This is an optimization exercise on Yosys and OpenROAD, whose aim is small area and a short achievable clock period, not a production implementation.
RTL that was checked went through simulation tests only; none was proved equivalent to the original.

## job 9482
// sgbm_bt_cost_top
module sgbm_bt_cost_top (
    input  logic        clk,
    input  logic        rst,
    input  logic        i_row_start,
    input  logic [7:0]  i_width,
    input  logic [23:0] i_left,
    input  logic [23:0] i_right,
    output logic [63:0] o_cost,
    output logic        o_valid,
    output logic        o_row_done
);
Settings: LEC_CHECK=0, CAP_MARGIN=20, CORE_MARGIN=2, CORE_UTILIZATION=40, SETUP_SLACK_MARGIN=5, SLEW_MARGIN=20; clock period 8.0 ns.
run.sh (not shown) runs the stock make flow with config.mk's settings and CLKGATE_MAP_FILE= SYNTH_SCRIPT=/design/flow/synth_recipe.tcl, a recipe that flattens the netlist after the stock synthesis.
For job 7555, these inputs were changed with respect to job 9482:
Settings: SETUP_SLACK_MARGIN no longer set, was 5.
Vias: job 7555 below job 9482
Relative to job 9482, clock latency on the worst-skew pair decreased by 30 ps in job 7555.
met1 capacity usage during global routing down 1.7 points in job 7555 wrt job 9482
Input changes introduced in job 8814 (baseline for comparison: job 7555):
Settings: an added SETUP_SLACK_MARGIN of 3.
### Flow results
- Looking at maximum frequency, job 8814 sits about 22% above job 7555.
- | worst hold slack | job 7555 vs job 8814 | ≈ equal |
- Job 8814 vs. job 7555: clock period minus final worst setup slack fell by 1160 ps; portion of the clock cycle consumed by the worst path in the final layout lower; routed length on met3 increased about 11%.
- Share of cells above drive strength 1 | job 8814 above job 7555
No functional check of the RTL was part of any run of this note.


harbor:
Another version of the RTL of sgbm_bt_cost_top (not shown whole).
Size in the first run: about 4800 cells after synthesis, ~47000 µm² of cells after synthesis.
clock: 8.0 ns
lec_check: 0
cap_margin: 20
core_margin: 2
core_utilization: 40
setup_slack_margin: 4.25
slew_margin: 20
synth_hierarchical: 1
standard.sh (not shown) runs the stock make flow with config.mk's settings and CLKGATE_MAP_FILE= SYNTH_SCRIPT=/design/flow/synth_recipe.tcl, a recipe that flattens the netlist after the stock synthesis.
==> flow/flow/run.sh <==
#!/bin/bash
# Layout with the standard flow (standard.sh: unchanged synthesis and
# steps). The one change: the port buffers are buf_4 instead of the default
# pick (a slow delay buffer), so the input and output paths lose less time.
set -euo pipefail
export BUFFER_PORTS_ARGS="-buffer_cell sky130_fd_sc_hd__buf_4"
bash standard.sh > standard.log 2>&1
harbor went all the way through synthesis, placement and routing and the layout is clean on timing, DRC and antenna.
Inputs modified between harbor and cedar:
Settings: swapping 4.25 for 3.5 in SETUP_SLACK_MARGIN.
==> flow/run.sh (new file) <==
#!/bin/bash
# synth_recipe.tcl (not shown) runs the flow's synth.tcl, then flattens the netlist and writes it again
# the make line also repeats each setting of config.mk as NAME=value (left out here)
make -C /OpenROAD-flow-scripts/flow DESIGN_CONFIG=/design/flow/config.mk WORK_HOME=/design/flow/orfs CLKGATE_MAP_FILE= SYNTH_SCRIPT=/design/flow/synth_recipe.tcl finish
removed: flow/flow/run.sh
removed: flow/standard.sh
[summary]
cedar completed end to end with timing, DRC and antenna clean. Routing usage on met1, cedar and harbor: lower on cedar. The lower sequential share of layout area of cedar and harbor is in harbor. Final cycle utilization of the critical path sits higher in cedar than in harbor. In the final reports, the cell area of cedar is smaller than that of harbor. [cedar vs harbor] critical path depth: lower in cedar. Run comparison: cedar startpoint of the worst setup timing path np[5]; harbor startpoint of the worst setup timing path np[4].


== zinc ==
Another version of the RTL of sgbm_bt_cost_top (not shown whole).
For scale: about 5500 cells after synthesis, ~53000 µm² of cells after synthesis.
Settings: LEC_CHECK=0, CAP_MARGIN=20, CORE_MARGIN=2, CORE_UTILIZATION=55, SETUP_SLACK_MARGIN=4.75, SLEW_MARGIN=20, SYNTH_HIERARCHICAL=1; clock period 8.0 ns.
==> flow/flow/run.sh <==
#!/bin/bash
# Layout with the standard flow (standard.sh: unchanged synthesis and
# steps). The one change: the port buffers are buf_4 instead of the default
# pick (a slow delay buffer), so the input and output paths lose less time.
set -euo pipefail
export BUFFER_PORTS_ARGS="-buffer_cell sky130_fd_sc_hd__buf_4"
bash standard.sh > standard.log 2>&1
> inputs changed (zinc -> fjord)
- a change of SETUP_SLACK_MARGIN from 4.75 to 4.5
- a change of CORE_UTILIZATION from 55 to 40
Notes after the runs:
fjord vs. zinc: count of final hold-check violations comparable; relative area change from synthesis to final layout now smaller; area enclosed by the die boundary now larger; number of standard cells in the layout, taps in and fillers out now larger. Re final sequential cell count: no difference whatsoever between fjord and zinc. ~same first-pass GRT wire length in fjord and zinc. On share of the final layout cell area in sequential cells, fjord and zinc are neck and neck. Comparing fjord with zinc, the design area came out essentially unchanged.


## rev 12
sgbm_bt_cost_top with an RTL version that a note above also has.
Size: ~0.047 mm2 of cells after synthesis.
export LEC_CHECK = 0
export CAP_MARGIN = 20
export CORE_MARGIN = 2
export CORE_UTILIZATION = 40
export SETUP_SLACK_MARGIN = 4
export SLEW_MARGIN = 20
export SYNTH_HIERARCHICAL = 1
create_clock -name core_clock -period 8.0 [get_ports {clk}]
run.sh (not shown) runs the stock make flow with config.mk's settings and CLKGATE_MAP_FILE= SYNTH_SCRIPT=/design/flow/synth_recipe.tcl, a recipe that flattens the netlist after the stock synthesis.
Stock flow here: none of the scripts above is used.
Rev 12: all stages complete, timing, DRC and antenna checks passed
Modified inputs, rev 13 compared to rev 12
Settings: a change of SETUP_SLACK_MARGIN from 4 to 4.25.
Results
Via count normalized by instance count (rev 13 vs. rev 12) increases slightly. The number of cells on the worst reg-to-reg path reported for rev 13 is greater than that of rev 12 by 4.

-- port drivers added, routing unchanged --
The flow's constraints put no driver on any port. The routed layouts listed below were extracted and timed again, unchanged, in two steps.
Step 1, drivers: a clkbuf_16 drives clk and a buf_2 each remaining input, both assumed.
Step 2 also shifts input and output timing later by t, the mid clock arrival at the registers, as if the neighbouring blocks saw the same clock.
Slacks: no drivers / after step 1 / after step 2; pairs: no drivers / after step 1.
run | t (ns) | setup WS [ns] | worst setup path after step 2 | worst slew at a driven data input, ns | pins driven straight from the clock port
job 9482 | 0.717 | 3.012 / 3.012 / 3.012 | register to register | 0.05 | 1
job 7555 | 0.688 | 1.683 / 1.683 / 1.683 | register to register | 0.04 | 1
job 8814 | 0.709 | 2.839 / 2.839 / 2.839 | register to register | 0.05 | 1
harbor | 0.712 | 4.241 / 4.241 / 3.758 | input to register | 0.05 | 1
cedar | 0.726 | 3.756 / 3.756 / 3.344 | input to register | 0.04 | 1
zinc | 0.736 | 4.728 / 4.755 / 4.020 | input to register | 0.04 | 1
fjord | 0.767 | 4.617 / 4.669 / 3.902 | input to register | 0.06 | 1
rev 12 | 0.714 | 4.071 / 4.071 / 3.418 | input to register | 0.04 | 1
rev 13 | 0.712 | 4.253 / 4.253 / 3.628 | input to register | 0.05 | 1
After both steps every run listed still meets setup and hold. The setup slack of fjord, which loses most, moves by +0.052 ns with the drivers and by -0.715 ns with both steps.
